Context: an optimization exercise on an open-source flow, tuned for small area, a short achievable clock period and few clock cycles. The choices shown serve that exercise and are no tape-out recipe.
Function was checked by simulation only, so behaviour that the tests miss may differ from the original.

==> inputs of v7 <==
==> flow/design.v <==
    localparam logic [1:0] ACT_BEGIN  = 2'd0;
    localparam logic [1:0] ACT_UPDATE = 2'd1;
    localparam logic [1:0] ACT_PIXEL  = 2'd2;
    localparam logic [1:0] KIND_CLEAR = 2'd0;
    localparam logic [1:0] KIND_FETCH = 2'd1;
    localparam logic [1:0] KIND_FILL  = 2'd2;
    localparam logic [2:0] REG_POS_X       = 3'd0;
    localparam logic [2:0] REG_POS_Y       = 3'd1;
    localparam logic [2:0] REG_PIXEL_SCALE = 3'd2;
    localparam logic [2:0] REG_SPRITE_W    = 3'd3;
    localparam logic [2:0] REG_SPRITE_H    = 3'd4;
    localparam logic [2:0] REG_FRAME_TOTAL = 3'd5;
    localparam logic [2:0] REG_INTERVAL    = 3'd6;
    localparam logic [2:0] REG_COLOR_KEY   = 3'd7;
`default_nettype none
module sprite_frame_animator (
    input  wire logic        i_clk,
    input  wire logic        i_rst_n,
    input  wire logic        i_in_valid,
    output logic             o_in_stall,
    input  wire logic [49:0] i_in_data,
    output logic             o_out_valid,
    input  wire logic        i_out_stall,
    output logic [90:0]      o_out_data,
    input  wire logic        i_cfg_valid,
    output logic             o_cfg_ready,
    input  wire logic [2:0]  i_cfg_index,
    input  wire logic [15:0] i_cfg_data
);
    localparam logic [1:0] ACT_BEGIN  = 2'd0;
    localparam logic [1:0] ACT_UPDATE = 2'd1;
    localparam logic [1:0] ACT_PIXEL  = 2'd2;
    localparam logic [1:0] KIND_CLEAR = 2'd0;
    localparam logic [1:0] KIND_FETCH = 2'd1;
    localparam logic [1:0] KIND_FILL  = 2'd2;
    localparam logic [2:0] REG_POS_X       = 3'd0;
    localparam logic [2:0] REG_POS_Y       = 3'd1;
    localparam logic [2:0] REG_PIXEL_SCALE = 3'd2;
    localparam logic [2:0] REG_SPRITE_W    = 3'd3;
    localparam logic [2:0] REG_SPRITE_H    = 3'd4;
    localparam logic [2:0] REG_FRAME_TOTAL = 3'd5;
    localparam logic [2:0] REG_INTERVAL    = 3'd6;
    localparam logic [2:0] REG_COLOR_KEY   = 3'd7;
    localparam logic [2:0] S_IDLE  = 3'd0;
    localparam logic [2:0] S_FETCH = 3'd1;
    localparam logic [2:0] S_CLR   = 3'd2;
    localparam logic [2:0] S_STEP  = 3'd3;
    localparam logic [2:0] S_PROD  = 3'd4;
    localparam logic [2:0] S_XY    = 3'd5;
    localparam logic [2:0] S_WAIT  = 3'd6;
    localparam logic [2:0] S_PINIT = 3'd7;
    logic [10:0] r_pos_x, r_pos_y;
    logic [3:0]  r_scale;
    logic [6:0]  r_w, r_h;          
    logic [7:0]  r_f;               
    logic [15:0] r_interval;
    logic [15:0] r_key;
    logic [9:0]  r_cw, r_ch;        
    logic [12:0] r_wh;              
    logic [19:0] r_base;            
    logic [31:0] r_last;
    logic [16:0] r_lim;             
    logic [7:0]  r_cur;
    logic [5:0]  r_col, r_row;
    logic        r_drawing;
    logic [2:0]  r_st;
    logic        r_busy;
    logic        r_upd;             
    logic [7:0]  r_n;               
    logic        r_valid;
    logic [1:0]  r_kind;
    logic        r_isclr;           
    logic [11:0] r_x, r_y;
    logic [15:0] r_color;
    logic [1:0]  in_act;
    logic [31:0] in_now;
    logic [15:0] in_color;
    assign in_act   = i_in_data[49:48];
    assign in_now   = i_in_data[47:16];
    assign in_color = i_in_data[15:0];
    logic out_free, take;
    assign out_free    = !r_valid || !i_out_stall;
    assign o_in_stall  = r_busy || !out_free;
    assign o_cfg_ready = !r_busy;
    assign take        = i_in_valid && !o_in_stall;
    logic cfg_we;
    assign cfg_we = i_cfg_valid && !r_busy;
    function automatic logic ge16(input logic [15:0] a, input logic [15:0] b);
        logic [15:0] g, e;
        g = a & ~b;
        e = ~(g | (~a & b));
        for (int lvl = 0; lvl < 4; lvl++) begin
            for (int i = 0; i < 16; i += (2 << lvl)) begin
                g[i] = g[i + (1 << lvl)] | (e[i + (1 << lvl)] & g[i]);
                e[i] = e[i + (1 << lvl)] & e[i];
            end
        end
        ge16 = g[0] | e[0];
    endfunction
    logic [15:0] last_hi_inc;
    logic        lo_ge, hi_eq0, hi_eq1, lim_ge, due;
    assign last_hi_inc[0] = !r_last[16];
    for (genvar i = 1; i < 16; i++) begin : g_hi_inc
        assign last_hi_inc[i] = r_last[16 + i] ^ (&r_last[15 + i:16]);
    end
    assign lo_ge       = ge16(in_now[15:0], r_last[15:0]);
    assign hi_eq0      = in_now[31:16] == r_last[31:16];
    assign hi_eq1      = in_now[31:16] == last_hi_inc;
    assign lim_ge      = ge16(in_now[15:0], r_lim[15:0]);
    assign due = !((hi_eq0 && lo_ge && (r_lim[16] || !lim_ge)) ||
                   (hi_eq1 && r_lim[16] && !lim_ge));
    logic keyed;
    assign keyed = in_color == r_key;
    logic [6:0] col_inc, row_inc;
    logic       col_end, row_end, first_col, first_row;
    assign col_inc   = {1'b0, r_col} + 7'd1;
    assign row_inc   = {1'b0, r_row} + 7'd1;
    assign col_end   = col_inc >= r_w;
    assign row_end   = row_inc >= r_h;
    assign first_col = r_col == 6'd0;
    assign first_row = r_row == 6'd0;
    logic [11:0] x_add, y_add;
    assign x_add = r_x + {8'd0, r_scale};
    assign y_add = r_y + {8'd0, r_scale};
    logic [5:0] t;
    logic       prod, px_step, py_step, x_step, y_step;
    assign t       = ~r_n[5:0];
    assign prod    = r_st == S_PROD;
    assign px_step = {1'b0, t} < r_w;
    assign py_step = {1'b0, t} < r_h;
    assign x_step  = prod ? px_step : (t < r_col);
    assign y_step  = prod ? py_step : ((t < r_row) || (!first_col && t == r_row));
    logic [7:0]  cur_inc;
    logic        cur_lt, cur_eq;
    assign cur_inc = r_cur + 8'd1;
    assign cur_lt  = cur_inc < r_f;
    assign cur_eq  = cur_inc == r_f;
    logic [19:0] base_sum;
    assign base_sum = r_base + (prod ? {13'd0, r_w} : {7'd0, r_wh});
    logic cfg_rc;
    assign cfg_rc = cfg_we && (i_cfg_index <= REG_SPRITE_H);
    logic upd_go, upd_fast, upd_wrap;
    assign upd_go   = take && in_act == ACT_UPDATE && due;
    assign upd_fast = upd_go && cur_lt;
    assign upd_wrap = upd_go && cur_eq;
    logic step_wrap;
    assign step_wrap = r_upd && cur_eq;
    always_ff @(posedge i_clk) begin
        if (!i_rst_n) begin
            r_pos_x    <= 11'd0;
            r_pos_y    <= 11'd0;
            r_scale    <= 4'd1;
            r_w        <= 7'd20;
            r_h        <= 7'd20;
            r_f        <= 8'd1;
            r_interval <= 16'd100;
            r_key      <= 16'd0;
        end else if (cfg_we) begin
            case (i_cfg_index)
                REG_POS_X:       r_pos_x <= i_cfg_data[10:0];
                REG_POS_Y:       r_pos_y <= i_cfg_data[10:0];
                REG_PIXEL_SCALE: r_scale <= i_cfg_data[3:0];
                REG_SPRITE_W:
                    r_w <= (i_cfg_data[6:0] == 7'd0) ? 7'd1 :
                           (i_cfg_data[6:0] > 7'd64) ? 7'd64 : i_cfg_data[6:0];
                REG_SPRITE_H:
                    r_h <= (i_cfg_data[6:0] == 7'd0) ? 7'd1 :
                           (i_cfg_data[6:0] > 7'd64) ? 7'd64 : i_cfg_data[6:0];
                REG_FRAME_TOTAL:
                    r_f <= (i_cfg_data[7:0] == 8'd0) ? 8'd1 : i_cfg_data[7:0];
                REG_INTERVAL:    r_interval <= i_cfg_data;
                default:         r_key <= i_cfg_data;
            endcase
        end
    end
    always_ff @(posedge i_clk) begin
        if (prod && x_step) r_cw <= x_add[9:0];
        if (prod && y_step) begin
            r_ch <= y_add[9:0];
            r_wh <= base_sum[12:0];
        end
    end
    always_ff @(posedge i_clk) begin
        if (!i_rst_n) begin
            r_st      <= S_PINIT;
            r_busy    <= 1'b1;
            r_upd     <= 1'b0;
            r_n       <= 8'd63;
            r_last    <= 32'd0;
            r_cur     <= 8'd0;
            r_col     <= 6'd0;
            r_row     <= 6'd0;
            r_drawing <= 1'b0;
            r_valid   <= 1'b0;
        end else begin
            if (r_valid && !i_out_stall) begin
                r_valid <= 1'b0;
            end
            case (r_st)
                S_IDLE: begin
                    if (cfg_rc) begin
                        r_st   <= S_PINIT;
                        r_busy <= 1'b1;
                        r_n    <= 8'd63;
                    end
                    if (cfg_we && i_cfg_index == REG_INTERVAL) begin
                        r_st   <= S_WAIT;
                        r_busy <= 1'b1;
                    end
                    if (take) begin
                        case (in_act)
                            ACT_BEGIN: begin
                                r_last    <= in_now;
                                r_cur     <= 8'd0;
                                r_col     <= 6'd0;
                                r_row     <= 6'd0;
                                r_drawing <= 1'b1;
                                r_valid   <= 1'b1;
                                r_st      <= S_WAIT;
                                r_busy    <= 1'b1;
                            end
                            ACT_UPDATE: begin
                                if (due) begin
                                    r_last    <= in_now;
                                    r_col     <= 6'd0;
                                    r_row     <= 6'd0;
                                    r_drawing <= 1'b1;
                                    r_busy    <= 1'b1;
                                    if (cur_lt) begin
                                        r_cur   <= cur_inc;
                                        r_valid <= 1'b1;
                                        r_st    <= S_FETCH;
                                    end else if (cur_eq) begin
                                        r_cur   <= 8'd0;
                                        r_valid <= 1'b1;
                                        r_st    <= S_FETCH;
                                    end else begin
                                        r_cur   <= 8'd0;
                                        r_n     <= cur_inc;
                                        r_upd   <= 1'b1;
                                        r_st    <= S_STEP;
                                    end
                                end
                            end
                            ACT_PIXEL: begin
                                if (r_drawing) begin
                                    r_valid <= !keyed;
                                    if (col_end) begin
                                        r_col <= 6'd0;
                                        if (row_end) begin
                                            r_row     <= 6'd0;
                                            r_drawing <= 1'b0;
                                        end else begin
                                            r_row <= row_inc[5:0];
                                        end
                                    end else begin
                                        r_col <= col_inc[5:0];
                                    end
                                end
                            end
                            default: ;
                        endcase
                    end
                end
                S_WAIT: begin
                    r_st   <= S_IDLE;
                    r_busy <= 1'b0;
                end
                S_FETCH: begin
                    if (out_free) begin
                        r_valid <= 1'b1;
                        r_st    <= S_IDLE;
                        r_busy  <= 1'b0;
                    end
                end
                S_CLR: begin
                    if (out_free) begin
                        r_valid <= 1'b1;
                        r_upd   <= 1'b0;
                        r_st    <= S_FETCH;
                    end
                end
                S_PINIT: begin
                    r_st <= S_PROD;
                end
                S_PROD: begin
                    r_n <= r_n - 8'd1;
                    if (r_n == 8'd0) begin
                        r_st  <= S_STEP;
                        r_n   <= r_cur;
                        r_cur <= 8'd0;
                    end
                end
                S_STEP: begin
                    if (r_n == 8'd0) begin
                        r_st <= r_upd ? S_CLR : S_XY;
                        r_n  <= 8'd62;
                    end else begin
                        r_n   <= r_n - 8'd1;
                        r_cur <= step_wrap ? 8'd0 : cur_inc;
                    end
                end
                S_XY: begin
                    r_n <= r_n - 8'd1;
                    if ((!x_step && !y_step) || r_n == 8'd0) begin
                        r_st   <= S_IDLE;
                        r_busy <= 1'b0;
                    end
                end
                default: begin
                    r_st   <= S_IDLE;
                    r_busy <= 1'b0;
                end
            endcase
        end
    end
    always_ff @(posedge i_clk) begin
        r_lim <= {1'b0, r_last[15:0]} + {1'b0, r_interval};
    end
    always_ff @(posedge i_clk) begin
        if (r_st == S_STEP) begin
            if (r_n != 8'd0) begin
                r_base <= step_wrap ? 20'd0 : base_sum;
            end
        end else if (r_st == S_PINIT || (prod && r_n == 8'd0)) begin
            r_base <= 20'd0;
        end else if (prod) begin
            if (y_step) r_base <= base_sum;
        end else if (r_st == S_IDLE && take) begin
            if (in_act == ACT_BEGIN || upd_wrap || (upd_go && !cur_lt)) begin
                r_base <= 20'd0;
            end else if (upd_fast) begin
                r_base <= base_sum;
            end
        end
    end
    always_ff @(posedge i_clk) begin
        if (take) begin
            r_kind  <= {in_act[1], !in_act[1] && !in_act[0]};
            r_isclr <= !in_act[1] && in_act[0];
            r_color <= in_act[1] ? in_color : 16'd0;
        end else if (r_st == S_FETCH) begin
            if (out_free) begin
                r_kind  <= KIND_FETCH;
                r_isclr <= 1'b0;
                r_color <= 16'd0;
            end
        end else if (r_st == S_CLR) begin
            r_kind  <= KIND_CLEAR;
            r_isclr <= 1'b1;
            r_color <= 16'd0;
        end
    end
    always_ff @(posedge i_clk) begin
        case (r_st)
            S_IDLE: begin
                if (take && in_act == ACT_PIXEL && r_drawing) begin
                    r_x <= first_col ? {1'b0, r_pos_x} : x_add;
                    if (first_col) begin
                        r_y <= first_row ? {1'b0, r_pos_y} : y_add;
                    end
                end
            end
            S_STEP: begin
                r_x <= {1'b0, r_pos_x};
                r_y <= {1'b0, r_pos_y};
            end
            S_PINIT: begin
                r_x <= 12'd0;
                r_y <= 12'd0;
            end
            S_PROD, S_XY: begin
                if (x_step) r_x <= x_add;
                if (y_step) r_y <= y_add;
            end
            default: ;
        endcase
    end
    logic [9:0] out_w, out_h;
    assign out_w = ({10{r_isclr}} & r_cw) | ({10{r_kind[1]}} & {6'd0, r_scale});
    assign out_h = ({10{r_isclr}} & r_ch) | ({10{r_kind[1]}} & {6'd0, r_scale});
    logic [11:0] out_x, out_y;
    assign out_x = ({12{r_kind[1]}} & r_x) | ({12{r_isclr}} & {1'b0, r_pos_x});
    assign out_y = ({12{r_kind[1]}} & r_y) | ({12{r_isclr}} & {1'b0, r_pos_y});
    assign o_out_valid = r_valid;
    assign o_out_data  = {r_kind, out_x, out_y, out_w, out_h, r_color, r_cur, r_base,
                          !r_isclr};
endmodule
`default_nettype wire
==> flow/flow/run.sh <==
#!/bin/bash
# Layout: the standard ORFS flow, with the I/O port buffers inserted as buf_1 cells
# (the resizer upsizes those on critical paths). The full tool output goes to flow.log.
set -euo pipefail
export BUFFER_PORTS_ARGS="-buffer_cell sky130_fd_sc_hd__buf_1"
bash standard.sh > flow.log 2>&1
==> flow/standard.sh <==
#!/bin/bash
# synth_recipe.tcl (not shown) runs the flow's synth.tcl, then flattens the netlist and writes it again
# the make line also repeats each setting of config.mk as NAME=value (left out here)
make -C /OpenROAD-flow-scripts/flow DESIGN_CONFIG=/design/flow/config.mk WORK_HOME=/design/flow/orfs CLKGATE_MAP_FILE= SYNTH_SCRIPT=/design/flow/synth_recipe.tcl "${@:-finish}"
==> flow/config.mk <==
export PLATFORM = sky130hd
export DESIGN_NAME = sprite_frame_animator
export DESIGN_NICKNAME = sprite_frame_animator
export VERILOG_FILES = /design/flow/design.v
export SDC_FILE = /design/flow/constraint.sdc
export NUM_CORES = 4
export LEC_CHECK = 0
export CAP_MARGIN = 20
export CORE_MARGIN = 2
export CORE_UTILIZATION = 40
export CTS_BUF_LIST = sky130_fd_sc_hd__clkbuf_4
export SETUP_SLACK_MARGIN = 3.5
export SLEW_MARGIN = 20
==> flow/constraint.sdc <==
create_clock -name core_clock -period 6.5 [get_ports {i_clk}]
set_input_delay 1.3000 -clock core_clock [delete_from_list [all_inputs] [get_ports {i_clk}]]
set_output_delay 1.3000 -clock core_clock [all_outputs]
set_load 0.01 [all_outputs]
==> inputs of v23, as changes to v7 <==
ABC_AREA = 1   (was default)
CORE_UTILIZATION = 75   (was 40)
==> inputs of v22, as changes to v7 <==
--- a/flow/design.v
+++ b/flow/design.v
@@ -80,5 +80,7 @@
     assign in_color = i_in_data[15:0];
+    logic r_seen;                   
+    logic r_due;                    
     logic out_free, take;
     assign out_free    = !r_valid || !i_out_stall;
-    assign o_in_stall  = r_busy || !out_free;
+    assign o_in_stall  = r_busy || !out_free || (in_act[0] && !r_seen);
     assign o_cfg_ready = !r_busy;
@@ -142,3 +144,3 @@
     logic upd_go, upd_fast, upd_wrap;
-    assign upd_go   = take && in_act == ACT_UPDATE && due;
+    assign upd_go   = take && in_act == ACT_UPDATE && r_due;
     assign upd_fast = upd_go && cur_lt;
@@ -149,2 +151,10 @@
         if (!i_rst_n) begin
+            r_seen <= 1'b0;
+        end else begin
+            r_seen <= i_in_valid && in_act[0] && !r_busy && !take;
+        end
+        r_due <= due;
+    end
+    always_ff @(posedge i_clk) begin
+        if (!i_rst_n) begin
             r_pos_x    <= 11'd0;
@@ -222,3 +232,3 @@
                             ACT_UPDATE: begin
-                                if (due) begin
+                                if (r_due) begin
                                     r_last    <= in_now;
@@ -361,4 +371,20 @@
                     end
+                end else if (take && in_act == ACT_BEGIN) begin
+                    r_x <= 12'd0;
+                    r_y <= 12'd0;
+                end else if (upd_go) begin
+                    r_x <= {1'b0, r_pos_x};
+                    r_y <= {1'b0, r_pos_y};
                 end
             end
+            S_FETCH: begin
+                if (out_free) begin
+                    r_x <= 12'd0;
+                    r_y <= 12'd0;
+                end
+            end
+            S_CLR: begin
+                r_x <= {1'b0, r_pos_x};
+                r_y <= {1'b0, r_pos_y};
+            end
             S_STEP: begin
@@ -381,7 +407,4 @@
     assign out_h = ({10{r_isclr}} & r_ch) | ({10{r_kind[1]}} & {6'd0, r_scale});
-    logic [11:0] out_x, out_y;
-    assign out_x = ({12{r_kind[1]}} & r_x) | ({12{r_isclr}} & {1'b0, r_pos_x});
-    assign out_y = ({12{r_kind[1]}} & r_y) | ({12{r_isclr}} & {1'b0, r_pos_y});
     assign o_out_valid = r_valid;
-    assign o_out_data  = {r_kind, out_x, out_y, out_w, out_h, r_color, r_cur, r_base,
+    assign o_out_data  = {r_kind, r_x, r_y, out_w, out_h, r_color, r_cur, r_base,
                           !r_isclr};
ABC_AREA = 1   (was default)
CORE_UTILIZATION = 55   (was 40)
SETUP_SLACK_MARGIN = 3.4   (was 3.5)
==> flow_summary.yaml <==
clocking:
  cts_repair_resize_count: 5
place:
  dp_hpwl_um: 31280
  pre_cts_ws_ps: 2745
  postPlaceCellArea_um2: 16550
run_status:
  status: "no timing/DRC/antenna violations"
grt:
  grt_pass1_wl_um: 67240
power_and_ir_drop:
  p_comb_mw: 2.64
layout:
  multiInputGateArea_um2: 8135
detailed_routing:
  top_layer: "met4"
(the above is from v22)
==> flow_summary.yaml <==
run_status:
  status: "stopped before the end"
  stop_stage: "global routing"
  stop_error: "[ERROR GRT-0232] Routing congestion too high. Check the congestion heatmap in the GUI."
timing:
  worst_endpoint_kind: "output port"
  worst_endpoint: "o_out_data[83]"
place:
  pre_cts_ws_ps: 2465
  dp_hpwl_um: 32900
  postPlaceCellArea_um2: 16590
floorplan:
  die_x_um: 148.8
  io_pins: 168
  start_util: 0.7693
grt:
  grt.met2_usage: 1.150
  grt_max_degree: 77
  grtUsageMet1: 0.8827
yosys:
  synth_top_family_by_area: "simple AND/OR/NAND/NOR gates"
  synth_top_area_frac: 0.2089
  synth_edf_count: 96
clocking:
  cts_repair_resize_count: 100
(the above is from v23)
==> flow_summary.yaml <==
run_status:
  status: "no timing/DRC/antenna violations"
place:
  pre_cts_ws_ps: 2043
  dp_hpwl_um: 31830
  postPlaceCellArea_um2: 16890
layout:
  multiInputGateArea_um2: 9513
grt:
  grt_pass1_wl_um: 74420
clocking:
  clkSinkCount: 260
  cts_repair_resize_count: 141
  path_clk_slew_ps: 60
detailed_routing:
  top_layer: "met5"
(the above is from v7)
Testbench counts of v7, summed over its fixed seeds: cycles 44,285.
Testbench counts of v23, summed over its fixed seeds: cycles 44,285.
Testbench counts of v22, summed over its fixed seeds: cycles 44,912.

==> static timing again, ports no longer ideal <==
The flow's constraints put no driver on any port. The routed layouts listed below were extracted and timed again, unchanged, in two steps. Step 1, drivers: a clkbuf_16 drives i_clk and a buf_2 each remaining input, both assumed. Step 2 times the ports against the registers' clock, not the clock port: input delays grow and output delays shrink by t, the midpoint of the rising clock arrivals with the driver on. Three values: ideal ports, drivers, drivers and shift; two values: the first two.
| run | shift t [ns] | slack for setup (ns) | worst setup path at the end | slew at the worst register clock pin (ns) |
|---|---|---|---|---|
| v7 | 0.791 | 3.146 / 3.171 / 2.380 | input to register | 0.07 / 0.07 |
| v22 | 0.699 | 3.417 / 3.391 / 2.889 | input to register | 0.07 / 0.07 |
After both steps setup and hold are still met in every run listed. For v7, which loses most, drivers alone change the setup slack by +0.025 ns; drivers and shift together by -0.766 ns.
